Background: an optimization exercise with open tools, aiming at small area, a short achievable clock period and few clock cycles per item. Do not read the settings as production practice. Power is estimated from default activity; no workload was simulated.

==> flow/design.v <==
`timescale 1ns/100ps
`default_nettype none
module fetch_top (
    input  logic  clk_in,
    input  logic  br_reset,
    input  logic  stall,
    input  logic  redirect_valid,
    input  logic [31:0] redirect_pc,
    output logic  out_valid,
    output logic [31:0] out_ins,
    output logic [31:0] out_pc,
    output logic [31:0] out_pred_pc,
    input  logic  upd_valid,
    input  logic [31:0] upd_pc,
    input  logic  upd_taken,
    output logic  mem_req,
    output logic [31:0] mem_addr,
    input  logic  mem_ack,
    input  logic [31:0] mem_data
);
    localparam logic [6:0] OP_JAL    = 7'b1101111;
    localparam logic [6:0] OP_BRANCH = 7'b1100011;
    logic [1:0]  ctr_q [16];
    logic [31:2] addr_q;      
    logic [31:2] np_q;        
    logic        stale_q;     
    logic        discard;
    logic        deliver;
    assign mem_addr    = {addr_q, 2'b00};
    assign out_pc      = {addr_q, 2'b00};
    assign out_pred_pc = {np_q, 2'b00};
    assign discard = mem_req && mem_ack && (stale_q || redirect_valid);
    assign deliver = mem_req && mem_ack && !stale_q && !redirect_valid && !stall;
    logic        is_jal, is_br, taken;
    logic [18:0] t_lo;
    logic        t_c;
    logic [10:0] hi_inc, hi_dec;
    logic [29:0] seq_pc;
    assign is_jal = (mem_data[6:0] == OP_JAL);
    assign is_br  = (mem_data[6:0] == OP_BRANCH);
    assign taken  = is_jal || (is_br && ctr_q[addr_q[5:2]][1]);
    tgt_add tgt_add_i (.a(addr_q[20:2]), .ins(mem_data), .s(t_lo), .co(t_c));
    incdec #(.N(11)) hi_id (.x(addr_q[31:21]), .inc(hi_inc), .dec(hi_dec));
    logic [18:0] seq_lo;
    logic        seq_c;
    inc #(.N(19)) seq_i (.x(addr_q[20:2]), .y(seq_lo), .co(seq_c));
    assign seq_pc = {seq_c ? hi_inc : addr_q[31:21], seq_lo};
    logic [29:0] np_hold;     
    logic        take;        
    logic [10:0] hi_c1, hi_c0;
    logic [10:0] np_hi_c1, np_hi_c0;
    logic [29:0] np_d;
    always_comb begin
        if (br_reset) begin
            np_hold = '0;
        end else if (redirect_valid) begin
            np_hold = redirect_pc[31:2];
        end else if (deliver) begin
            np_hold = seq_pc;
        end else begin
            np_hold = np_q;
        end
    end
    assign take  = deliver && taken && !br_reset;
    assign hi_c1 = mem_data[31] ? addr_q[31:21] : hi_inc;
    assign hi_c0 = mem_data[31] ? hi_dec : addr_q[31:21];
    assign np_hi_c1 = take ? hi_c1 : np_hold[29:19];
    assign np_hi_c0 = take ? hi_c0 : np_hold[29:19];
    sel2 #(.N(19)) lo_sel (.s(take), .a(t_lo), .b(np_hold[18:0]), .y(np_d[18:0]));
    sel2 #(.N(11)) hi_sel (.s(t_c), .a(np_hi_c1), .b(np_hi_c0), .y(np_d[29:19]));
    always_ff @(posedge clk_in) begin
        if (br_reset) begin
            mem_req   <= 1'b0;
            out_valid <= 1'b0;
            stale_q   <= 1'b0;
        end else begin
            out_valid <= deliver;
            if (!mem_req) begin
                if (!redirect_valid) begin
                    mem_req <= 1'b1;
                    stale_q <= 1'b0;
                end
            end else begin
                if (redirect_valid) begin
                    stale_q <= 1'b1;
                end
                if (discard) begin
                    mem_req <= 1'b0;
                end
                if (deliver) begin
                    mem_req <= 1'b0;
                end
            end
        end
    end
    always_ff @(posedge clk_in) begin
        np_q <= np_d;
    end
    always_ff @(posedge clk_in) begin
        if (!mem_req && !redirect_valid) begin
            addr_q <= np_q;
        end
    end
    always_ff @(posedge clk_in) begin
        out_ins <= mem_data;
    end
    logic [1:0]  upd_cur;
    logic [1:0]  ctr_d;
    assign upd_cur = ctr_q[upd_pc[5:2]];
    assign ctr_d   = br_reset ? 2'b01
                   : upd_taken ? {upd_cur[1] | upd_cur[0], upd_cur[1] | !upd_cur[0]}
                               : {upd_cur[1] & upd_cur[0], upd_cur[1] & !upd_cur[0]};
    for (genvar i = 0; i < 16; i++) begin : ctr_
        always_ff @(posedge clk_in) begin
            if (br_reset || (upd_valid && upd_pc[5:2] == i)) begin
                ctr_q[i] <= ctr_d;
            end
        end
    end
endmodule
module tgt_add (
    input  logic [18:0] a,
    input  logic [31:0] ins,
    output logic [18:0] s,
    output logic        co
);
    logic [18:0] b;
    assign b[18]    = ins[31];
    assign b[17:13] = ins[2] ? ins[19:15] : {5{ins[31]}};
    assign b[12:10] = ins[3] ? ins[14:12] : {3{ins[31]}};
    assign b[9]     = ins[3] ? ins[20] : ins[7];
    assign b[8:3]   = ins[30:25];
    assign b[2:0]   = ins[2] ? ins[24:22] : ins[11:9];
    ks_add #(.N(19)) add_i (.a(a), .b(b), .s(s), .co(co));
endmodule
module ks_add #(
    parameter int N = 8
) (
    input  logic [N-1:0] a,
    input  logic [N-1:0] b,
    output logic [N-1:0] s,
    output logic         co
);
    localparam int L = (N > 16) ? 5 : (N > 8) ? 4 : (N > 4) ? 3 : (N > 2) ? 2 : 1;
    logic [N-1:0] g [L+1];
    logic [N-1:0] p [L+1];
    logic [N-1:0] x;
    assign x    = a ^ b;
    assign g[0] = a & b;
    assign p[0] = x;
    for (genvar l = 0; l < L; l++) begin : lvl
        for (genvar i = 0; i < N; i++) begin : bit_
            if (i >= (1 << l)) begin : comb
                assign g[l+1][i] = g[l][i] | (p[l][i] & g[l][i-(1<<l)]);
                assign p[l+1][i] = p[l][i] & p[l][i-(1<<l)];
            end else begin : pass
                assign g[l+1][i] = g[l][i];
                assign p[l+1][i] = p[l][i];
            end
        end
    end
    assign s  = x ^ {g[L][N-2:0], 1'b0};
    assign co = g[L][N-1];
endmodule
module incdec #(
    parameter int N = 8
) (
    input  logic [N-1:0] x,
    output logic [N-1:0] inc,
    output logic [N-1:0] dec
);
    assign inc = x + 1'b1;
    assign dec = x - 1'b1;
endmodule
module inc #(
    parameter int N = 8
) (
    input  logic [N-1:0] x,
    output logic [N-1:0] y,
    output logic         co
);
    assign {co, y} = {1'b0, x} + 1'b1;
endmodule
module sel2 #(
    parameter int N = 8
) (
    input  logic         s,
    input  logic [N-1:0] a,
    input  logic [N-1:0] b,
    output logic [N-1:0] y
);
    assign y = s ? a : b;
endmodule
`default_nettype wire
==> flow/config.mk <==
export PLATFORM = sky130hd
export DESIGN_NAME = fetch_top
export DESIGN_NICKNAME = fetch_top
export VERILOG_FILES = /design/flow/design.v
export SDC_FILE = /design/flow/constraint.sdc
export NUM_CORES = 4
export LEC_CHECK = 0
export ABC_CLOCK_PERIOD_IN_PS = 3000
export CAP_MARGIN = 20
export CORE_MARGIN = 8
export CORE_UTILIZATION = 40
export CTS_BUF_LIST = sky130_fd_sc_hd__clkbuf_4 sky130_fd_sc_hd__clkbuf_8
export CTS_CLUSTER_SIZE = 30
export SETUP_SLACK_MARGIN = 3.0
export SLEW_MARGIN = 20
export SYNTH_HIERARCHICAL = 1
export SYNTH_MINIMUM_KEEP_SIZE = 0
==> flow/constraint.sdc <==
create_clock -name core_clock -period 6.0 [get_ports {clk_in}]
set_input_delay 1.2000 -clock core_clock [delete_from_list [all_inputs] [get_ports {clk_in}]]
set_output_delay 1.2000 -clock core_clock [all_outputs]
set_load 0.01 [all_outputs]
standard.sh (not shown) runs the stock make flow with config.mk's settings and CLKGATE_MAP_FILE= SYNTH_SCRIPT=/design/flow/synth_recipe.tcl, a recipe that flattens the netlist after the stock synthesis.
==> flow/flow/run.sh <==
#!/bin/bash
# The standard layout, with the ports buffered by the smallest buffer
# instead of the flow's default pick; repair still resizes them as needed.
set -euo pipefail
export BUFFER_PORTS_ARGS="-buffer_cell sky130_fd_sc_hd__buf_1"
export REMOVE_ABC_BUFFERS=1
bash standard.sh > standard.log 2>&1
==> next run, changes <==
--- a/flow/design.v
+++ b/flow/design.v
@@ -101,22 +101,23 @@
             addr_q <= np_q;
         end
     end
     always_ff @(posedge clk_in) begin
         out_ins <= mem_data;
     end
-    logic [1:0]  upd_cur;
-    logic [1:0]  ctr_d;
-    assign upd_cur = ctr_q[upd_pc[5:2]];
-    assign ctr_d   = br_reset ? 2'b01
-                   : upd_taken ? {upd_cur[1] | upd_cur[0], upd_cur[1] | !upd_cur[0]}
-                               : {upd_cur[1] & upd_cur[0], upd_cur[1] & !upd_cur[0]};
     for (genvar i = 0; i < 16; i++) begin : ctr_
+        logic [1:0] c;
+        logic [1:0] c_next;
+        assign c = ctr_q[i];
+        assign c_next = upd_taken ? {c[1] | c[0], c[1] | !c[0]}
+                                  : {c[1] & c[0], c[1] & !c[0]};
         always_ff @(posedge clk_in) begin
-            if (br_reset || (upd_valid && upd_pc[5:2] == i)) begin
-                ctr_q[i] <= ctr_d;
+            if (br_reset) begin
+                ctr_q[i] <= 2'b01;
+            end else if (upd_valid && upd_pc[5:2] == i) begin
+                ctr_q[i] <= c_next;
             end
         end
     end
 endmodule
 module tgt_add (
     input  logic [18:0] a,
@@ -142,28 +143,46 @@
     output logic         co
 );
     localparam int L = (N > 16) ? 5 : (N > 8) ? 4 : (N > 4) ? 3 : (N > 2) ? 2 : 1;
     logic [N-1:0] g [L+1];
     logic [N-1:0] p [L+1];
     logic [N-1:0] x;
-    assign x    = a ^ b;
-    assign g[0] = a & b;
+    bit_xor #(.N(N)) x_i (.a(a), .b(b), .y(x));
+    bit_and #(.N(N)) g_i (.a(a), .b(b), .y(g[0]));
     assign p[0] = x;
     for (genvar l = 0; l < L; l++) begin : lvl
         for (genvar i = 0; i < N; i++) begin : bit_
             if (i >= (1 << l)) begin : comb
                 assign g[l+1][i] = g[l][i] | (p[l][i] & g[l][i-(1<<l)]);
                 assign p[l+1][i] = p[l][i] & p[l][i-(1<<l)];
             end else begin : pass
                 assign g[l+1][i] = g[l][i];
                 assign p[l+1][i] = p[l][i];
             end
         end
     end
-    assign s  = x ^ {g[L][N-2:0], 1'b0};
+    bit_xor #(.N(N)) s_i (.a(x), .b({g[L][N-2:0], 1'b0}), .y(s));
     assign co = g[L][N-1];
+endmodule
+module bit_xor #(
+    parameter int N = 8
+) (
+    input  logic [N-1:0] a,
+    input  logic [N-1:0] b,
+    output logic [N-1:0] y
+);
+    assign y = a ^ b;
+endmodule
+module bit_and #(
+    parameter int N = 8
+) (
+    input  logic [N-1:0] a,
+    input  logic [N-1:0] b,
+    output logic [N-1:0] y
+);
+    assign y = a & b;
 endmodule
 module incdec #(
     parameter int N = 8
 ) (
     input  logic [N-1:0] x,
     output logic [N-1:0] inc,
What happened:
- power climbs by 1.5%
- worst setup slack gets better by 94 ps
- sequential cell count stays the same
- core utilization climbs by 0.73 points
- final area climbs by 1.8%
- critical path depth does not change
- non-clock buffer count climbs by 1
- cell count climbs by 2.2%
- synthesized cell count climbs by 3.0%
- clock skew is about the same
- wire length hardly moves
- clock power climbs by 7.4%
No run of this note included a check of the RTL's function; only the layout flow was run.

re-timing with driven ports:
The flow's constraints put no driver on any port. The routed layouts listed below were extracted and timed again, unchanged, in two steps. Step 1 assumes that a clkbuf_16 drives the clock port and a buf_2 every other input. Step 2, shift: input delay + t, output delay - t, t = (earliest + latest rising clock arrival at the registers) / 2. This alone moves slack from input paths to output paths. Three values: no drivers, after step 1, after step 2; two values: the first two.
run	t, ns	slack for setup (ns)	latest minus earliest clock arrival (ns)
the first run	0.483	2.831 / 2.840 / 2.356	0.015 / 0.015
the second run	0.476	2.925 / 2.786 / 2.311	0.017 / 0.017
After both steps setup and hold are still met in every run listed. For the second run, which loses most, drivers alone change the setup slack by -0.139 ns; drivers and shift together by -0.614 ns.
